Source: an optimization exercise on an open RTL-to-GDS flow (aim: small area, a short achievable clock period and few clock cycles per item). Production flows keep margins and buffers that such runs may drop.
Only simulation tests tie the RTL to the original design; equivalence was not proved.

File: flow/design.v
`default_nettype none
package jdc_pkg;
  localparam int IN_W    = 39;
  localparam int YEAR_W  = 16;
  localparam int MONTH_W = 4;
  localparam int DAY_W   = 5;
  localparam int FO_W    = 16;
endpackage
`default_nettype wire
`default_nettype none
`default_nettype wire
`default_nettype none
import jdc_pkg::*;
module julian_day_to_calendar_date (
  input  logic                     clk,
  input  logic                     rst,
  input  logic                     stamp_valid,
  output logic                     stamp_ready,
  input  logic [IN_W-1:0]          stamp_julian_time,
  output logic                     date_valid,
  input  logic                     date_ready,
  output logic signed [YEAR_W-1:0] date_year,
  output logic [MONTH_W-1:0]       date_month,
  output logic [DAY_W-1:0]         date_day_whole,
  output logic [FO_W-1:0]          date_day_fraction
);
  logic adv;
  logic v1, v2, v3;
  logic out_v;
  assign adv         = !out_v || date_ready;
  assign stamp_ready = adv;
  always_ff @(posedge clk) begin
    if (rst) begin
      v1    <= 1'b0;
      v2    <= 1'b0;
      v3    <= 1'b0;
      out_v <= 1'b0;
    end else if (adv) begin
      v1    <= stamp_valid;
      v2    <= v1;
      v3    <= v2;
      out_v <= v3;
    end
  end
  logic [23:0] w;
  logic [7:0]  ae;
  logic [7:0]  alpha0;
  assign w      = stamp_julian_time[38:15];
  assign ae     = 8'((16'(w[23:15]) * 16'd57) >> 7);
  assign alpha0 = ae - 8'd51;
  logic        g1;
  logic [23:0] w1;
  logic [7:0]  ae1;
  logic [7:0]  corr01;
  logic [1:0]  a0l1;
  logic [15:0] f1;
  always_ff @(posedge clk) begin
    if (adv) begin
      g1     <= w >= 24'd4598321;
      w1     <= w;
      ae1    <= ae;
      corr01 <= 8'd1 + alpha0 - {2'b00, alpha0[7:2]};
      a0l1   <= alpha0[1:0];
      f1     <= {~stamp_julian_time[15], stamp_julian_time[14:0]};
    end
  end
  logic [18:0] rem;
  logic [1:0]  k2;
  logic [1:0]  delta;
  assign rem   = 19'({w1[17:1], 2'b00}) + 19'({w1[0], 2'b00}) - 19'd17918 - 19'(ae1) * 19'd146097;
  assign k2    = 2'(rem >= 19'd146097) + 2'(rem >= 19'd292194);
  assign delta = k2 - 2'(({1'b0, a0l1} + {1'b0, k2}) >= 3'd4);
  logic [12:0] qe2;
  logic [12:0] zc2;
  logic [1:0]  gd2;
  logic [15:0] f2;
  always_ff @(posedge clk) begin
    if (adv) begin
      qe2 <= 13'((25'(w1[23:11]) * 25'd2871) >> 12);
      zc2 <= w1[13:1] + 13'(w1[0]) + 13'd1401 + (g1 ? 13'(corr01) : 13'd0);
      gd2 <= g1 ? delta : 2'd0;
      f2  <= f1;
    end
  end
  logic [12:0] s2;
  logic [3:0]  yp;
  logic [8:0]  yoff;
  assign s2 = zc2 + 13'(gd2) - qe2 * 13'd1461;
  always_comb begin
    yp = 4'd0;
    if (s2 >= 13'd365)  yp = 4'd1;
    if (s2 >= 13'd730)  yp = 4'd2;
    if (s2 >= 13'd1095) yp = 4'd3;
    if (s2 >= 13'd1461) yp = 4'd4;
    if (s2 >= 13'd1826) yp = 4'd5;
    if (s2 >= 13'd2191) yp = 4'd6;
    if (s2 >= 13'd2556) yp = 4'd7;
    if (s2 >= 13'd2922) yp = 4'd8;
    if (s2 >= 13'd3287) yp = 4'd9;
    if (s2 >= 13'd3652) yp = 4'd10;
    if (s2 >= 13'd4017) yp = 4'd11;
  end
  always_comb begin
    unique case (yp)
      4'd0:    yoff = 9'(0);
      4'd1:    yoff = 9'(365);
      4'd2:    yoff = 9'(730);
      4'd3:    yoff = 9'(1095);
      4'd4:    yoff = 9'(1461);
      4'd5:    yoff = 9'(1826);
      4'd6:    yoff = 9'(2191);
      4'd7:    yoff = 9'(2556);
      4'd8:    yoff = 9'(2922);
      4'd9:    yoff = 9'(3287);
      4'd10:   yoff = 9'(3652);
      default: yoff = 9'(4017);
    endcase
  end
  logic [8:0]  doy3;
  logic [15:0] yb3;
  logic [15:0] f3;
  always_ff @(posedge clk) begin
    if (adv) begin
      doy3 <= s2[8:0] - yoff;
      yb3  <= 16'({qe2, 2'b00}) + 16'(yp) - 16'd4716;
      f3   <= f2;
    end
  end
  logic [3:0]  mp;
  logic [8:0]  mstart;
  always_comb begin
    mp = 4'd0;
    if (doy3 >= 9'd31)  mp = 4'd1;
    if (doy3 >= 9'd61)  mp = 4'd2;
    if (doy3 >= 9'd92)  mp = 4'd3;
    if (doy3 >= 9'd122) mp = 4'd4;
    if (doy3 >= 9'd153) mp = 4'd5;
    if (doy3 >= 9'd184) mp = 4'd6;
    if (doy3 >= 9'd214) mp = 4'd7;
    if (doy3 >= 9'd245) mp = 4'd8;
    if (doy3 >= 9'd275) mp = 4'd9;
    if (doy3 >= 9'd306) mp = 4'd10;
    if (doy3 >= 9'd337) mp = 4'd11;
  end
  always_comb begin
    unique case (mp)
      4'd0:    mstart = 9'd0;
      4'd1:    mstart = 9'd31;
      4'd2:    mstart = 9'd61;
      4'd3:    mstart = 9'd92;
      4'd4:    mstart = 9'd122;
      4'd5:    mstart = 9'd153;
      4'd6:    mstart = 9'd184;
      4'd7:    mstart = 9'd214;
      4'd8:    mstart = 9'd245;
      4'd9:    mstart = 9'd275;
      4'd10:   mstart = 9'd306;
      default: mstart = 9'd337;
    endcase
  end
  logic [15:0] year_r;
  logic [3:0]  month_r;
  logic [4:0]  day_r;
  logic [15:0] frac_r;
  always_ff @(posedge clk) begin
    if (adv) begin
      year_r  <= yb3 + 16'(mp >= 4'd10);
      month_r <= (mp < 4'd10) ? (mp + 4'd3) : (mp - 4'd9);
      day_r   <= 5'(doy3 - mstart) + 5'd1;
      frac_r  <= f3;
    end
  end
  assign date_valid        = out_v;
  assign date_year         = year_r;
  assign date_month        = month_r;
  assign date_day_whole    = day_r;
  assign date_day_fraction = frac_r;
endmodule
`default_nettype wire
File: flow/run.sh
#!/bin/bash
# synth_recipe.tcl (not shown) runs the flow's synth.tcl, then flattens the netlist and writes it again
# the make line also repeats each setting of config.mk as NAME=value (left out here)
make -C /OpenROAD-flow-scripts/flow DESIGN_CONFIG=/design/flow/config.mk WORK_HOME=/design/flow/orfs CLKGATE_MAP_FILE= SYNTH_SCRIPT=/design/flow/synth_recipe.tcl finish
File: flow/config.mk
export PLATFORM = sky130hd
export DESIGN_NAME = julian_day_to_calendar_date
export DESIGN_NICKNAME = julian_day_to_calendar_date
export VERILOG_FILES = /design/flow/design.v
export SDC_FILE = /design/flow/constraint.sdc
export NUM_CORES = 4
export LEC_CHECK = 0
export CAP_MARGIN = 20
export CORE_MARGIN = 2
export CORE_UTILIZATION = 40
export SLEW_MARGIN = 20
File: flow/constraint.sdc
create_clock -name core_clock -period 10.0 [get_ports {clk}]
set_input_delay 2.0000 -clock core_clock [delete_from_list [all_inputs] [get_ports {clk}]]
set_output_delay 2.0000 -clock core_clock [all_outputs]
set_load 0.01 [all_outputs]
==> summary.md <==
| Metric | Value |
|---|---|
| Post-synth EDFFs | `185` |
| Mapped Cells | `1632` |
| Final hold vios | `0` |
| Relative slew slack | `36.73%` |
| Fmax | `123.5 MHz` |
| Via density | `4.815` |
| Clock sink count | `189` |
| Syn. warnings | `1` |
| Row count | `77` |
| First-pass DRT Iterations | `7` |
| Syn Nets | `2138` |
| TritonCTS buffer count | `17` |
| Seq/Total Area, Yosys | `31.69%` |
| Routed vias | `11215` |
| Max Clock Skew | `0.008239 ns` |
| Max-cap violations | `0` |
| Final WL | `34220 microns` |
| CTS resizes | `0` |
| H-tree levels | `4` |
| Die width | `214.9 microns` |
| Hold WC Path Type | `reg -> reg` |
| CTS Root Cell | `clkbuf_16` |
| # nets final | `2230` |
| Post-CTS setup buffer count | `0` |
| Setup CP Type | `reg -> reg` |
| DRC violations left | `0` |
| Critical Path Most Common Cell | `a21oi_1` |
| Die area | `46160 sq um` |
| CTS tree | `built` |
| DP HPWL | `28410 microns` |
| Layout fillers | `4121` |
| I/O Pins | `86` |
| RSZ-0062 raised after global routing | `false` |
| Crit end category | `flop` |
| CP max stage delay | `0.75 ns` |
| Starting DRT DRC Count | `609` |
| Worst-Margin Slew | `0.9491 ns` |
| Core area | `44030 sq um` |
| Mapped cell area | `17780 sq um` |
| Area grow syn2layout | `12.35%` |
| Hold-fix buffers, CTS | `0` |
| Routability Congestion | `0.8694` |
| Layout cells sized above 1 | `3.397%` |
| Outcome | `timing/DRC/antenna clean` |
| Vias in the first global route | `11466` |
| Crit path max-delay cell type | `a32oi_1` |
| FF+latch count, synth | `189` |
| Starting Density | `40.39%` |
| Worst setup SP type | `flop` |
| Routed wire per std cell | `14.69 microns` |
| Clock Path Buffers | `2` |
| Post-synthesis cell type count | `71` |
| Fin crit period | `8.096 ns` |
| Overflow after GRT | `0` |
| Setup total negative slack | `0 ns` |
| Worst endpoint required time | `10.19 ns` |
| Clk Latency, worst-skew pair | `0.44 ns` |
| Max-slew violations | `0` |
| DIE HEIGHT | `214.9 microns` |
| CP max FO | `11` |
| CP arrival | `8.29 ns` |
| CTS clk-pin slew, worst paths | `0.08 ns` |
| Final worst-path cycle share | `80.96%` |
| Share of flip-flops with an asynchronous set or reset | `0%` |
| Pin count of the biggest net entering global routing | `74` |
| Post-route antenna net violation count | `0` |
| Final setup vio count | `0` |
| Antenna Cells | `0` |
| Port bufs | `85` |
| First-pass GRT wire length | `57390 microns` |
| Total track usage | `15.51%` |
| Avg Cell Area, Syn | `10.90 sq um` |
| Main synth FF type | `edfxtp_1` |
| Initial antenna violation count | `1` |
registers in the layout, summed over array words and instances (netlist names), 2 cells and up:
register and flops:
w1 24, f1 16, f2 16, f3 16
frac_r 16, yb3 16, year_r 16, qe2 13
zc2 13, doy3 9, ae1 8, corr01 8
day_r 5, month_r 4, a0l1 2, gd2 2
cells in the final DEF, fill, tap and decap left out, drive strengths merged, types with 28 or more instances in the layout:
cell / n
xor2: 35
fa: 140
xnor2: 89
edfxtp: 185
ha: 323
o21ai: 36
nor2: 73
inv: 394
a21o: 28
clkdlybuf4s50: 85
a21oi: 64
nand2: 46
final timing paths:
path | cells after the start | slack, ns | endpoint | start
setup / recovery | 29 | 1.90 | doy3[8] | qe2[1]
hold / removal | 0 | 0.42 | frac_r[8] | f3[8]
setup reg to reg | 29 | 1.90 | doy3[8] | qe2[1]
hold reg to reg | 0 | 0.42 | frac_r[8] | f3[8]
metal layers:
metal	vias to the layer above	track usage, %	part of all wire [%]
met4	2	3.681	1.2
met1	5403	21.09	48
met3	32	2.307	2.8
met2	165	26.09	48
met5	-	0	0.035
li1	5613	-	-
final cells by class:
type	instances	area (sq um)	share of cell area (%)
Clock inverter	13	203.9	1.021
Inverter	390	1464	7.327
Tap cell	592	740.7	3.707
Timing Repair Buffer	87	865.8	4.334
Sequential cell	189	5635	28.21
Multi-Input combinational cell	1039	10640	53.24
Clock buffer	19	432.9	2.167
critical path, delay by kind of cell, from the launching register on:
kind	cells	cell delay [ns]
xor+xnor	2	0.28
compound gates	14	3.20
fa+ha+maj	7	3.20
simple gates	3	0.47
buf+inv	3	0.15
flops	1	0.54
logic make-up (layout without fill, tap and decap cells):
kind of cell / Yosys count / in the layout / share of synthesized area, %
AO/OA/AOI/OAI: 233 / 233 / 8.922
XOR/XNOR: 125 / 125 / 6.360
adder cells (fa/ha/maj): 463 / 463 / 38.49
AND/OR/NAND/NOR: 213 / 213 / 5.713
multiplexers: 5 / 5 / 0.2885
flip-flops: 189 / 189 / 31.69
buffers and inverters: 404 / 509 / 8.541
synthesized netlist by cell type, drive strengths merged, types with 6 or more instances:
library cell / number / share of area, %
a211oi: 8 / 0.42
a21o: 28 / 1.2
a21oi: 64 / 1.9
a31oi: 13 / 0.46
and2: 11 / 0.40
and3: 8 / 0.28
clkbuf: 12 / 0.25
edfxtp: 185 / 31
fa: 140 / 16
ha: 323 / 23
inv: 389 / 8.2
nand2: 46 / 0.97
nand2b: 13 / 0.46
nand3: 11 / 0.31
nand4: 7 / 0.25
nor2: 73 / 1.5
nor2b: 9 / 0.32
nor3: 16 / 0.45
o21a: 11 / 0.46
o21ai: 36 / 1.0
o21bai: 11 / 0.46
o22ai: 6 / 0.21
or2: 7 / 0.25
xnor2: 89 / 4.5
xor2: 35 / 1.7
metrics by stage:
| step | setup WS, ns | hold WS, ns | instance area [sq um] | instances | utilization (%) |
|---|---|---|---|---|---|
| after global placement | 2.180 | 0.4004 | 19340 | 2297 | 43.93 |
| after floorplan | 0.6704 | 0.4003 | 17780 | 1632 | - |
| after detailed placement | 1.961 | 0.4045 | 19340 | 2297 | 43.93 |
| final | 1.904 | 0.4176 | 19980 | 2329 | 45.38 |
| after CTS | 1.944 | 0.4192 | 19980 | 2329 | 45.38 |
| after global routing | 1.323 | 0.4255 | 19980 | 2329 | 45.38 |
Testbench counts, summed over its fixed seeds: cycles 16,032, items 16,000.

-- what the ideal ports hide --
The flow's constraints put no driver on any port. The routed layout listed below was extracted and timed again, unchanged, in two steps.
Step 1, drivers: a clkbuf_16 drives clk and a buf_2 each remaining input, both assumed.
Step 2, shift: input delay + t, output delay - t, t = (earliest + latest rising clock arrival at the registers) / 2. This alone moves slack from input paths to output paths.
a / b / c = ideal ports / drivers / drivers and shift; a / b = the first two.
shift t [ns]: 0.488
setup slack, ns: 1.904 / 1.904 / 1.904
worst setup path at the end: register to register
clock arrival spread, ns: 0.009 / 0.008
After both steps setup and hold are still met in this run. For this run, drivers alone change the setup slack by 0.000 ns; drivers and shift together by 0.000 ns.
